Context: an optimization exercise on an open-source flow, tuned for small area, a short achievable clock period and few clock cycles per item. The choices shown serve that exercise and are no tape-out recipe.
At most, simulation tests tie the RTL to the original design; equivalence was not proved.

==> exp/nickel <==
## mm_pe_stream
module mm_pe_stream
#(
  parameter int W         = mm_pe_stream_pkg::PE_W,
  parameter int MAX_WORDS = mm_pe_stream_pkg::PE_MAX_WORDS,
  parameter int CNT_W     = mm_pe_stream_pkg::PE_CNT_W
) (
  input  logic             clk,
  input  logic             rstn,
  input  logic             start,
  input  logic [CNT_W-1:0] n_words,
  input  logic [W-1:0]     x_j,
  input  logic [W-1:0]     m_prime,
  input  logic [W-1:0]     s_hi,
  input  logic             in_valid,
  output logic             in_ready,
  input  logic [W-1:0]     y_i,
  input  logic [W-1:0]     m_i,
  input  logic [W-1:0]     s_i,
  output logic             out_valid,
  input  logic             out_ready,
  output logic [W-1:0]     out_word,
  output logic [W-1:0]     out_top,
  output logic             busy,
  output logic             done,
  output logic             err
);
  localparam int SW = mm_pe_stream_pkg::PE_SUM_W;
  localparam int CW = mm_pe_stream_pkg::PE_CARRY_W;
  logic [2:0]       r_ph;
  logic             r_busy, r_done, r_err;
  logic             r_irdy;         
  logic             r_room;         
  logic [2:0]       r_cr;           
  logic             r_first;        
  logic [CNT_W-1:0] r_cnt;          
  logic [24:0]      r_xd;           
  ...
Settings: LEC_CHECK=0, CAP_MARGIN=20, CORE_MARGIN=2, CORE_UTILIZATION=60, SLEW_MARGIN=60; clock period 12.5 ns.
run.sh (not shown) runs the stock make flow with config.mk's settings and CLKGATE_MAP_FILE= SYNTH_SCRIPT=/design/flow/synth_recipe.tcl, a recipe that flattens the netlist after the stock synthesis.
==> inputs of exp/lagoon, as changes to exp/nickel <==
--- a/flow/design.v
+++ b/flow/design.v
@@ -1097,27 +1097,25 @@
   logic             r_ov;
   logic [W-1:0]     r_out;
   logic [W-1:0]     r_qb [3];
   logic [1:0]       r_qn, r_wp, r_rp;
   logic [2*SW-1:0]  w_rows;
   logic [SW-1:0]    w_t;
   logic [24:0]      w_rec;
-  logic             w_idle;
-  assign w_idle = (r_ph == mm_pe_stream_pkg::PH_IDLE);
   mm_pe_mac u_mac (
     .i_xd   (r_xd),
     .i_qd   (r_qd),
     .i_y    (r_y),
     .i_m    (r_m),
     .i_s    (r_s),
     .o_rows (w_rows)
   );
   assign w_t = r_rows[SW-1:0] + r_rows[2*SW-1:SW] + SW'(r_c);
   mm_pe_booth_rec u_rec (
-    .i_v (w_idle ? m_prime : w_t[W-1:0]),
+    .i_v (r_ph == mm_pe_stream_pkg::PH_IDLE ? m_prime : w_t[W-1:0]),
     .o_d (w_rec)
   );
   logic [24:0] w_xrec;
   mm_pe_booth_rec u_xrec (
     .i_v (x_j),
     .o_d (w_xrec)
   );
@@ -1221,22 +1219,22 @@
           end
         end
         default: r_ph <= mm_pe_stream_pkg::PH_IDLE;
       endcase
     end
   end
   always_ff @(posedge clk) begin
-    if (w_idle) begin
-      r_xd <= w_xrec;
-      r_c  <= '0;
+    if (w_start && w_legal) begin
+      r_xd  <= w_xrec;
+      r_top <= s_hi;
+      r_c   <= '0;
     end
-    if (w_start && w_legal) r_top <= s_hi;
-    if (w_idle) r_cnt <= n_words;
-    else        r_cnt <= w_cnt_n;
-    if (w_idle || w_cs_q) r_qd <= w_rec;
+    if (w_start && w_legal) r_cnt <= n_words;
+    else                    r_cnt <= w_cnt_n;
+    if ((w_start && w_legal) || w_cs_q) r_qd <= w_rec;
     r_y <= (w_sel_t || w_ins_f) ? '0 : y_i;
     r_m <= w_sel_t ? w_t[W-1:0] : ((r_ph == mm_pe_stream_pkg::PH_P1 || w_ins_f) ? '0 : m_i);
     r_s <= w_ins_f ? r_top : (w_sel_t ? '0 : s_i);
     r_rows <= w_rows;
     if (w_cs_w0 || w_push) r_c <= w_t[SW-1:W];
     if (w_cs_f) r_top <= w_t[2*W-1:W];
   end
@@ -1259,10 +1257,10 @@
     end
   end
   always_ff @(posedge clk) begin
     if (w_free) begin
       if (r_qn != 2'd0) r_out <= r_qb[r_rp];
       else if (w_push)  r_out <= w_t[W-1:0];
     end
-    if (w_push) r_qb[r_wp] <= w_t[W-1:0];
+    if (w_buf_in) r_qb[r_wp] <= w_t[W-1:0];
   end
 endmodule
- CORE_UTILIZATION: 60 -> 40
- SLEW_MARGIN: 60 -> 80
==> inputs of exp/xenon, as changes to exp/nickel <==
--- a/flow/design.v
+++ b/flow/design.v
@@ -1097,27 +1097,25 @@
   logic             r_ov;
   logic [W-1:0]     r_out;
   logic [W-1:0]     r_qb [3];
   logic [1:0]       r_qn, r_wp, r_rp;
   logic [2*SW-1:0]  w_rows;
   logic [SW-1:0]    w_t;
   logic [24:0]      w_rec;
-  logic             w_idle;
-  assign w_idle = (r_ph == mm_pe_stream_pkg::PH_IDLE);
   mm_pe_mac u_mac (
     .i_xd   (r_xd),
     .i_qd   (r_qd),
     .i_y    (r_y),
     .i_m    (r_m),
     .i_s    (r_s),
     .o_rows (w_rows)
   );
   assign w_t = r_rows[SW-1:0] + r_rows[2*SW-1:SW] + SW'(r_c);
   mm_pe_booth_rec u_rec (
-    .i_v (w_idle ? m_prime : w_t[W-1:0]),
+    .i_v (r_ph == mm_pe_stream_pkg::PH_IDLE ? m_prime : w_t[W-1:0]),
     .o_d (w_rec)
   );
   logic [24:0] w_xrec;
   mm_pe_booth_rec u_xrec (
     .i_v (x_j),
     .o_d (w_xrec)
   );
@@ -1221,22 +1219,22 @@
           end
         end
         default: r_ph <= mm_pe_stream_pkg::PH_IDLE;
       endcase
     end
   end
   always_ff @(posedge clk) begin
-    if (w_idle) begin
-      r_xd <= w_xrec;
-      r_c  <= '0;
+    if (w_start && w_legal) begin
+      r_xd  <= w_xrec;
+      r_top <= s_hi;
+      r_c   <= '0;
     end
-    if (w_start && w_legal) r_top <= s_hi;
-    if (w_idle) r_cnt <= n_words;
-    else        r_cnt <= w_cnt_n;
-    if (w_idle || w_cs_q) r_qd <= w_rec;
+    if (w_start && w_legal) r_cnt <= n_words;
+    else                    r_cnt <= w_cnt_n;
+    if ((w_start && w_legal) || w_cs_q) r_qd <= w_rec;
     r_y <= (w_sel_t || w_ins_f) ? '0 : y_i;
     r_m <= w_sel_t ? w_t[W-1:0] : ((r_ph == mm_pe_stream_pkg::PH_P1 || w_ins_f) ? '0 : m_i);
     r_s <= w_ins_f ? r_top : (w_sel_t ? '0 : s_i);
     r_rows <= w_rows;
     if (w_cs_w0 || w_push) r_c <= w_t[SW-1:W];
     if (w_cs_f) r_top <= w_t[2*W-1:W];
   end
@@ -1259,10 +1257,10 @@
     end
   end
   always_ff @(posedge clk) begin
     if (w_free) begin
       if (r_qn != 2'd0) r_out <= r_qb[r_rp];
       else if (w_push)  r_out <= w_t[W-1:0];
     end
-    if (w_push) r_qb[r_wp] <= w_t[W-1:0];
+    if (w_buf_in) r_qb[r_wp] <= w_t[W-1:0];
   end
 endmodule
- CORE_UTILIZATION: 60 -> 40
- SLEW_MARGIN: 60 -> 20
==> notes <==
In exp/xenon the clock-buffer cell count is higher than in exp/lagoon, by 9. Sequential share of layout area: exp/nickel is higher than exp/lagoon (2.0 points). Worst setup slack: exp/nickel is better than exp/xenon (520 ps). Clock skew, highest first: exp/xenon, exp/nickel, exp/lagoon. First-iteration DRC count, lowest first: exp/lagoon, exp/xenon, exp/nickel.
Testbench counts of exp/lagoon, summed over its fixed seeds: cycles 13,915, words 13,043.
Testbench counts of exp/xenon, summed over its fixed seeds: cycles 13,915, words 13,043.
Only the layout flow was run in exp/nickel; the RTL was not checked for function there.

afterwards: timing with drivers on the ports:
In the flow no input, the clock included, has a driving cell. The finished layouts below were timed again as built, in two steps. Step 1, drivers: a clkbuf_16 drives clk and a buf_2 each remaining input, both assumed. Step 2 moves the port delays by t, midway between the first and last clock arrival at a register: inputs arrive t later, outputs are due t later. That takes back most of the time a late clock gives input paths. a / b / c = no drivers / after step 1 / after step 2; a / b = the first two.
run	t (ns)	setup slack, ns	worst hold slack (ns)	worst slew at a driven data input, ns	cell pins on the clock port's net
exp/nickel	0.611	7.809 / 7.849 / 7.239	0.390 / 0.390 / 0.390	0.05	1
exp/lagoon	0.638	7.699 / 7.731 / 7.093	0.390 / 0.390 / 0.390	0.08	1
exp/xenon	0.620	7.288 / 7.288 / 6.721	0.380 / 0.380 / 0.380	0.08	1
After both steps setup and hold are still met in every run listed. For exp/lagoon, which loses most, drivers alone change the setup slack by +0.032 ns; drivers and shift together by -0.606 ns.
